Source: an optimization exercise on an open RTL-to-GDS flow (aim: small area and a short achievable clock period). Production flows keep margins and buffers that such runs may drop. The RTL was checked by simulation tests, not by an equivalence proof against the original design. Power is estimated from default activity; no workload was simulated.

==> inputs of lagoon <==
==> flow/design.v <==
package rf_pkg;
    localparam int DefDataW = 32;
    localparam int DefAddrW = 5;
    localparam logic [DefDataW-1:0] ZeroWord = '0;
    function automatic integer slice_lo(input integer idx, input integer w);
        slice_lo = idx * w;
    endfunction
endpackage
module rf_scoreboard
#(
    parameter int ADDR_W  = rf_pkg::DefAddrW,
    parameter int NUM_RD  = 3,
    parameter int NUM_WR  = 2,
    parameter bit ZERO_R0 = 1'b1
) (
    input  logic                     clk,
    input  logic                     rst,
    input  logic                     alloc_en,
    input  logic [ADDR_W-1:0]        alloc_addr,
    output logic                     alloc_ok,
    input  logic [NUM_WR-1:0]        wr_en,
    input  logic [NUM_WR*ADDR_W-1:0] waddr,
    input  logic [NUM_RD-1:0]        re,
    input  logic [NUM_RD*ADDR_W-1:0] raddr,
    output logic [NUM_RD-1:0]        rrdy,
    output logic [ADDR_W:0]          pend_cnt
);
    localparam int Depth = 2 ** ADDR_W;
    logic [Depth-1:0]  pending;
    logic [Depth-1:0]  clr;
    logic [Depth-1:0]  set;
    logic [Depth-1:0]  pend_nxt;
    logic [ADDR_W:0]   cnt_nxt;
    logic              alloc_zero;
    logic [ADDR_W-1:0] ra [NUM_RD];
    always_comb begin
        clr = '0;
        for (int i = 0; i < NUM_WR; i++)
            if (wr_en[i]) clr[waddr[i * ADDR_W +: ADDR_W]] = 1'b1;
        alloc_zero = ZERO_R0 && alloc_addr == '0;
        alloc_ok = !rst && alloc_en && (alloc_zero || !pending[alloc_addr] || clr[alloc_addr]);
        set = '0;
        set[alloc_addr] = alloc_ok && !alloc_zero;
        pend_nxt = rst ? '0 : (pending & ~clr) | set;
        cnt_nxt = '0;
        for (int a = 0; a < Depth; a++)
            cnt_nxt = cnt_nxt + (ADDR_W+1)'(pend_nxt[a]);
        for (int k = 0; k < NUM_RD; k++) begin
            ra[k] = raddr[k * ADDR_W +: ADDR_W];
            rrdy[k] = !rst && (!re[k] || (ZERO_R0 && ra[k] == '0) || !pending[ra[k]] || clr[ra[k]]);
        end
    end
    always_ff @(posedge clk) begin
        pending  <= pend_nxt;
        pend_cnt <= cnt_nxt;
    end
endmodule
module regfile_sb
#(
    parameter int DATA_W  = rf_pkg::DefDataW,
    parameter int ADDR_W  = rf_pkg::DefAddrW,
    parameter int NUM_RD  = 3,
    parameter int NUM_WR  = 2,
    parameter bit ZERO_R0 = 1'b1
) (
    input  logic                     clk,
    input  logic                     rst,
    input  logic                     alloc_en,
    input  logic [ADDR_W-1:0]        alloc_addr,
    output logic                     alloc_ok,
    input  logic [NUM_WR-1:0]        we,
    input  logic [NUM_WR*ADDR_W-1:0] waddr,
    input  logic [NUM_WR*DATA_W-1:0] wdata,
    input  logic [NUM_RD-1:0]        re,
    input  logic [NUM_RD*ADDR_W-1:0] raddr,
    output logic [NUM_RD*DATA_W-1:0] rdata,
    output logic [NUM_RD-1:0]        rrdy,
    output logic [ADDR_W:0]          pend_cnt
);
    localparam int Depth = 2 ** ADDR_W;
    logic [DATA_W-1:0] regs [Depth];
    logic [ADDR_W-1:0] wa [NUM_WR];
    logic [DATA_W-1:0] wd [NUM_WR];
    logic [NUM_WR-1:0] wr_eff;
    logic [ADDR_W-1:0] ra [NUM_RD];
    logic [DATA_W-1:0] rd [NUM_RD];
    always_comb begin
        for (int i = 0; i < NUM_WR; i++) begin
            wa[i] = waddr[i * ADDR_W +: ADDR_W];
            wd[i] = wdata[i * DATA_W +: DATA_W];
            wr_eff[i] = we[i] && !rst && !(ZERO_R0 && wa[i] == '0);
        end
    end
    always_ff @(posedge clk) begin
        if (rst) begin
            for (int a = 0; a < Depth; a++) regs[a] <= '0;
        end else begin
            for (int i = 0; i < NUM_WR; i++)
                if (wr_eff[i]) regs[wa[i]] <= wd[i];
        end
    end
    always_comb begin
        rdata = '0;
        for (int k = 0; k < NUM_RD; k++) begin
            ra[k] = raddr[k * ADDR_W +: ADDR_W];
            rd[k] = regs[ra[k]];
            for (int i = 0; i < NUM_WR; i++)
                if (wr_eff[i] && wa[i] == ra[k]) rd[k] = wd[i];
            rdata[k * DATA_W +: DATA_W] =
                (rst || !re[k] || (ZERO_R0 && ra[k] == '0)) ? DATA_W'(rf_pkg::ZeroWord) : rd[k];
        end
    end
    rf_scoreboard #(
        .ADDR_W (ADDR_W),
        .NUM_RD (NUM_RD),
        .NUM_WR (NUM_WR),
        .ZERO_R0(ZERO_R0)
    ) u_sb (
        .clk       (clk),
        .rst       (rst),
        .alloc_en  (alloc_en),
        .alloc_addr(alloc_addr),
        .alloc_ok  (alloc_ok),
        .wr_en     (wr_eff),
        .waddr     (waddr),
        .re        (re),
        .raddr     (raddr),
        .rrdy      (rrdy),
        .pend_cnt  (pend_cnt)
    );
endmodule
==> flow/run.sh <==
#!/bin/bash
# synth_recipe.tcl (not shown) runs the flow's synth.tcl, then flattens the netlist and writes it again
# the make line also repeats each setting of config.mk as NAME=value (left out here)
make -C /OpenROAD-flow-scripts/flow DESIGN_CONFIG=/design/flow/config.mk WORK_HOME=/design/flow/orfs CLKGATE_MAP_FILE= SYNTH_SCRIPT=/design/flow/synth_recipe.tcl finish
==> flow/config.mk <==
export PLATFORM = sky130hd
export DESIGN_NAME = regfile_sb
export DESIGN_NICKNAME = regfile_sb
export VERILOG_FILES = /design/flow/design.v
export SDC_FILE = /design/flow/constraint.sdc
export NUM_CORES = 4
export LEC_CHECK = 0
export CAP_MARGIN = 20
export CORE_MARGIN = 2
export CORE_UTILIZATION = 40
export SLEW_MARGIN = 20
==> flow/constraint.sdc <==
create_clock -name core_clock -period 9.5 [get_ports {clk}]
set_input_delay 1.9000 -clock core_clock [delete_from_list [all_inputs] [get_ports {clk}]]
set_output_delay 1.9000 -clock core_clock [all_outputs]
set_load 0.01 [all_outputs]
==> nickel: changes against lagoon <==
--- a/flow/design.v
+++ b/flow/design.v
@@ -31,26 +31,37 @@
     logic [Depth-1:0]  set;
-    logic [Depth-1:0]  pend_nxt;
-    logic [ADDR_W:0]   cnt_nxt;
-    logic              alloc_zero;
-    logic [ADDR_W-1:0] ra [NUM_RD];
-    always_comb begin
-        clr = '0;
-        for (int i = 0; i < NUM_WR; i++)
-            if (wr_en[i]) clr[waddr[i * ADDR_W +: ADDR_W]] = 1'b1;
-        alloc_zero = ZERO_R0 && alloc_addr == '0;
-        alloc_ok = !rst && alloc_en && (alloc_zero || !pending[alloc_addr] || clr[alloc_addr]);
-        set = '0;
-        set[alloc_addr] = alloc_ok && !alloc_zero;
-        pend_nxt = rst ? '0 : (pending & ~clr) | set;
-        cnt_nxt = '0;
-        for (int a = 0; a < Depth; a++)
-            cnt_nxt = cnt_nxt + (ADDR_W+1)'(pend_nxt[a]);
-        for (int k = 0; k < NUM_RD; k++) begin
-            ra[k] = raddr[k * ADDR_W +: ADDR_W];
-            rrdy[k] = !rst && (!re[k] || (ZERO_R0 && ra[k] == '0) || !pending[ra[k]] || clr[ra[k]]);
+    logic [ADDR_W-1:0] wa0, wa1;
+    logic              alloc_zero, alloc_hitw, alloc_pend, inc, dec0, dec1;
+    assign wa0 = waddr[0 +: ADDR_W];
+    assign wa1 = waddr[ADDR_W +: ADDR_W];
+    assign alloc_zero = (alloc_addr == '0);
+    assign alloc_hitw = (wr_en[0] && wa0 == alloc_addr) || (wr_en[1] && wa1 == alloc_addr);
+    assign alloc_pend = pending[alloc_addr];
+    assign alloc_ok   = !rst && alloc_en && (alloc_zero || !alloc_pend || alloc_hitw);
+    genvar a, k;
+    generate
+        assign pending[0] = 1'b0;
+        assign clr[0] = 1'b0;
+        assign set[0] = 1'b0;
+        for (a = 1; a < Depth; a++) begin : g_pend
+            logic p;
+            assign clr[a] = (wr_en[0] && wa0 == a) || (wr_en[1] && wa1 == a);
+            assign set[a] = alloc_ok && (alloc_addr == a);
+            always_ff @(posedge clk)
+                p <= !rst && ((p && !clr[a]) || set[a]);
+            assign pending[a] = p;
         end
-    end
+        for (k = 0; k < NUM_RD; k++) begin : g_rdy
+            logic [ADDR_W-1:0] ra;
+            assign ra = raddr[k * ADDR_W +: ADDR_W];
+            assign rrdy[k] = !rst && (!re[k] || ra == '0 || !pending[ra] ||
+                                      (wr_en[0] && wa0 == ra) || (wr_en[1] && wa1 == ra));
+        end
+    endgenerate
+    assign inc  = alloc_ok && !alloc_zero && !alloc_pend;
+    assign dec0 = wr_en[0] && pending[wa0] && !(alloc_ok && alloc_addr == wa0);
+    assign dec1 = wr_en[1] && pending[wa1] && !(alloc_ok && alloc_addr == wa1) &&
+                  !(wr_en[0] && wa0 == wa1);
     always_ff @(posedge clk) begin
-        pending  <= pend_nxt;
-        pend_cnt <= cnt_nxt;
+        if (rst) pend_cnt <= '0;
+        else     pend_cnt <= pend_cnt + (ADDR_W+1)'(inc) - (ADDR_W+1)'(dec0) - (ADDR_W+1)'(dec1);
     end
==> results.txt <==
Between nickel and lagoon, the lower sequential share of layout area is in lagoon (gap 2.5 points).
Between nickel and lagoon, the lower global-route usage is in nickel (gap 3.5 points).
Of lagoon and nickel, lagoon has the higher sequential cell count (gap 1).
Critical path depth: nickel is lower than lagoon (20).
Of nickel and lagoon, nickel has the higher fmax (gap about 9%, measured against lagoon).
Against lagoon, the via count of nickel is lower by 22%.
Of lagoon and nickel, lagoon has the higher synthesized area (gap about 6%, measured against nickel).
==> figures <==
	lagoon	nickel
Outcome	complete, no violations	complete, no violations
Sequential Power Share	0.434	0.440
Switching Fraction	0.306	0.280
Met1 usage	0.473	0.412
Total instance count after detailed placement	8564	6641
Synthesized instance count	6360	4553
Average routed wire per standard cell	43.3 um	46.4 um
Library cell contributing the largest single delay on the critical path	sky130_fd_sc_hd__fa_1	sky130_fd_sc_hd__nand3b_1
Die Footprint	191000 um2	180000 um2
Met2 wirelength from detailed routing	154000 um	143000 um
Overall via count from detail_route	69094	53889
Total of clock buffers placed in the layout	147	142
Share of post-route cells with drive strength above 1	0.191	0.346
CP required	10.20 ns	7.60 ns
TritonCTS buffer count	119	117

==> static timing again, ports no longer ideal <==
How much do the figures lean on ideal ports? The routed layouts below were timed once more, with nothing changed but the port constraints. Step 1, drivers: a clkbuf_16 drives clk and a buf_2 each remaining input, both assumed. Step 2 adds t to the input delays and takes it off the output delays; t is the mean of the earliest and latest rising clock arrival at the registers after step 1. Input paths then give back, and output paths get back, about the clock's delay inside the block. Three values: ideal ports, drivers, drivers and shift; two values: the first two.
| run | shift t [ns] | slack for setup (ns) | worst setup path at the end | cell pins on the clock port's net |
|---|---|---|---|---|
| lagoon | 0.889 | 0.334 / 0.395 / -0.494 | input to register | 1 |
| nickel | 0.860 | 1.057 / 1.033 / 1.033 | input to output | 1 |
With both steps, setup timing fails in lagoon, where it was met with ideal ports. The setup slack of lagoon, which loses most, moves by +0.061 ns with the drivers and by -0.828 ns with both steps.
